This is an optimization exercise on Yosys and OpenROAD, whose aim is small area, a short achievable clock period and few clock cycles, not a production implementation.
In this exercise RTL edits were held to simulation tests only and were not proved equivalent to the original.
Power figures rest on the tool's default switching activity, not on a simulated workload.

// masked_event_ring_queue
module masked_event_ring_queue #(
    parameter int QUEUE_DEPTH = 16
) (
    input  logic               clk,
    input  logic               rst_n,
    input  logic               in_valid,
    output logic               in_stall,
    input  logic [1:0]         op,
    input  logic [15:0]        mask,
    input  logic [15:0]        ev_type,
    input  logic [15:0]        ev_message,
    input  logic [15:0]        ev_modifiers,
    input  logic signed [15:0] ev_x,
    input  logic signed [15:0] ev_y,
    input  logic [31:0]        now_tick,
    input  logic signed [15:0] cur_x,
    input  logic signed [15:0] cur_y,
    input  logic [15:0]        cur_modifiers,
    output logic               out_valid,
    input  logic               out_stall,
    output logic               found,
    output logic [15:0]        out_type,
    output logic [15:0]        out_message,
    output logic [15:0]        out_modifiers,
    output logic signed [15:0] out_x,
    output logic signed [15:0] out_y,
    output logic [31:0]        out_when
);
Size: roughly 2000 flip-flops, roughly 74000 µm² of cells after synthesis.
==> flow/config.mk <==
export PLATFORM = sky130hd
export DESIGN_NAME = masked_event_ring_queue
export DESIGN_NICKNAME = masked_event_ring_queue
export VERILOG_FILES = /design/flow/design.v
export SDC_FILE = /design/flow/constraint.sdc
export NUM_CORES = 4
export LEC_CHECK = 0
export ABC_CLOCK_PERIOD_IN_PS = 2500
export CAP_MARGIN = 20
export CORE_MARGIN = 2
export CORE_UTILIZATION = 45
export CTS_CLUSTER_SIZE = 30
export SETUP_SLACK_MARGIN = 2.5
export SLEW_MARGIN = 20
==> flow/constraint.sdc <==
create_clock -name core_clock -period 5.0 [get_ports {clk}]
set_input_delay 1.0000 -clock core_clock [delete_from_list [all_inputs] [get_ports {clk}]]
set_output_delay 1.0000 -clock core_clock [all_outputs]
set_load 0.01 [all_outputs]
run.sh (not shown) runs the stock make flow with config.mk's settings and CLKGATE_MAP_FILE= SYNTH_SCRIPT=/design/flow/synth_recipe.tcl, a recipe that flattens the netlist after the stock synthesis.
The first run produced a clean layout.
Testbench counts at the start, summed over its fixed seeds: cycles 8,286.
Rerun with:
--- a/flow/config.mk
+++ b/flow/config.mk
@@ -10,5 +10,7 @@
 export CORE_MARGIN = 2
-export CORE_UTILIZATION = 45
-export CTS_CLUSTER_SIZE = 30
-export SETUP_SLACK_MARGIN = 2.5
+export CORE_UTILIZATION = 60
+export CTS_CLUSTER_DIAMETER = 80
+export CTS_CLUSTER_SIZE = 25
+export PLACE_DENSITY = 0.72
+export SETUP_SLACK_MARGIN = 2.2
 export SLEW_MARGIN = 20
The changed run finished with timing, DRC and antenna clean.
Wire length falls by 7.9%.
Utilization rises by 15 points.
Worst setup slack is worse by 0.12 ns.
Power falls by 13%.
Sequential power is about the same.
Final area falls by 5.7%.
Rerun with:
--- a/flow/config.mk
+++ b/flow/config.mk
@@ -10,7 +10,7 @@
 export CORE_MARGIN = 2
-export CORE_UTILIZATION = 60
+export CORE_UTILIZATION = 55
 export CTS_CLUSTER_DIAMETER = 80
 export CTS_CLUSTER_SIZE = 25
-export PLACE_DENSITY = 0.72
-export SETUP_SLACK_MARGIN = 2.2
+export PLACE_DENSITY = 0.68
+export SETUP_SLACK_MARGIN = 2.5
 export SLEW_MARGIN = 20
The new run finished with timing, DRC and antenna clean.
Cell count came out higher by 2.9%.
First-iteration DRC count came out lower by 9.6%.
Worst setup slack is better by 0.021 ns.
Rerun with:
--- a/flow/config.mk
+++ b/flow/config.mk
@@ -10,7 +10,7 @@
 export CORE_MARGIN = 2
-export CORE_UTILIZATION = 55
+export CORE_UTILIZATION = 60
 export CTS_CLUSTER_DIAMETER = 80
 export CTS_CLUSTER_SIZE = 25
-export PLACE_DENSITY = 0.68
-export SETUP_SLACK_MARGIN = 2.5
+export PLACE_DENSITY = 0.72
+export SETUP_SLACK_MARGIN = 1.8
 export SLEW_MARGIN = 20
Effect:
- critical path depth falls by 4
- count of clock-buffer cells in the layout falls by 3
- synthesized area does not change
- utilization went up by 3.3 points
- power goes down by a few percent
- flip-flop and latch count stays the same
- wire length went down by a little under a tenth
- die area falls by a little under a tenth
- final cell count is lower by a few percent
- hold slack gets worse by 0.056 ns
- clock skew goes down by 0.018 ns
Rerun with:
--- a/flow/config.mk
+++ b/flow/config.mk
@@ -11,6 +11,4 @@
 export CORE_UTILIZATION = 60
-export CTS_CLUSTER_DIAMETER = 80
-export CTS_CLUSTER_SIZE = 25
 export PLACE_DENSITY = 0.72
-export SETUP_SLACK_MARGIN = 1.8
+export SETUP_SLACK_MARGIN = 2.5
 export SLEW_MARGIN = 20
The new run finished clean.
Die area does not change.
Routed wire length rose by 6.0%.
Sequential cell count is unchanged.
Clock power rose by 59%.
Global-route usage rose by 2.2 points.
Synthesized area stays the same.
Sequential share of layout area fell by 4.6 points.
Cell area rose by 7.2%.
Cell count rose by 6.1%.


masked_event_ring_queue, a different RTL version from the one above (not shown whole).
Size in the first run: about 2200 flip-flops, ~300 I/O pins, roughly 0.081 mm^2 of cells after synthesis.
clock: 5.0 ns
lec_check: 0
abc_clock_period_in_ps: 2000
cap_margin: 20
core_margin: 2
core_utilization: 65
cts_cluster_diameter: 80
cts_cluster_size: 25
place_density: 0.76
setup_slack_margin: 2.6
slew_margin: 20
Testbench counts at the start, summed over its fixed seeds: cycles 8,205.
==> next run, changes <==
CORE_UTILIZATION = 55   (was 65)
PLACE_DENSITY = 0.68   (was 0.76)
- global-route usage went down by 5.7 points
- design area went down by about 0.4%
- sequential power barely changes
- total power went down by about 1%
- utilization went down by 12 points
- non-clock buffer count went down by 19
- die area went up by 18%
==> next run, changes <==
CORE_UTILIZATION = 60   (was 55)
PLACE_DENSITY = 0.72   (was 0.68)
=>
- The changed run ran to the end with no violations
- routed wire length falls by 0.70%
- cell area rises by 0.68%
- power rises by 1.3%
- maximum frequency rises by 2.6%
==> next run, changes <==
SETUP_SLACK_MARGIN = 2.8   (was 2.6)
What happened: Setup slack is worse by 18 ps. Die area stays the same. Area after synthesis does not change. Power increases by a few percent. Core utilization increases by 1.2 points. Fmax decreases slightly. Sequential share of layout area decreases by 1.2 points. Design area increases slightly. Non-clock buffer count increases by 97. Routed wire length increases by a few percent.

-- static timing again, ports no longer ideal --
In the flow no input, the clock included, has a driving cell. The finished layouts below were timed again as built, in two steps.
Step 1 assumes that a clkbuf_16 drives the clock port and a buf_2 every other input.
Step 2, shift: input delay + t, output delay - t, t = (earliest + latest rising clock arrival at the registers) / 2. This alone moves slack from input paths to output paths.
a / b / c = ideal / step 1 / step 2; a / b = the first two.
| run | t (ns) | slack for setup (ns) | worst setup path at the end | clock arrival spread, ns | cell pins on the clock port's net |
|---|---|---|---|---|---|
| the first run of note 1 | 0.897 | 2.031 / 2.031 / 1.195 | input to register | 0.035 / 0.035 | 1 |
| the second run of note 1 | 0.792 | 1.913 / 1.925 / 1.134 | input to register | 0.035 / 0.035 | 1 |
| the third run of note 1 | 0.826 | 1.935 / 1.962 / 1.155 | input to register | 0.058 / 0.058 | 1 |
| the fourth run of note 1 | 0.788 | 1.783 / 1.783 / 1.014 | input to register | 0.035 / 0.036 | 1 |
| the fifth run of note 1 | 0.887 | 1.962 / 1.962 / 1.115 | input to register | 0.026 / 0.026 | 1 |
| the first run of note 2 | 0.820 | 2.225 / 2.189 / 1.507 | input to register | 0.043 / 0.044 | 1 |
| the second run of note 2 | 0.856 | 2.164 / 2.164 / 1.658 | input to register | 0.032 / 0.032 | 1 |
| the third run of note 2 | 0.837 | 2.235 / 2.235 / 1.453 | input to register | 0.033 / 0.034 | 1 |
| the fourth run of note 2 | 0.837 | 2.217 / 2.255 / 1.436 | input to register | 0.045 / 0.045 | 1 |
After both steps every run listed still meets setup and hold. The setup slack of the fifth run of note 1, which loses most, moves by 0.000 ns with the drivers and by -0.847 ns with both steps.
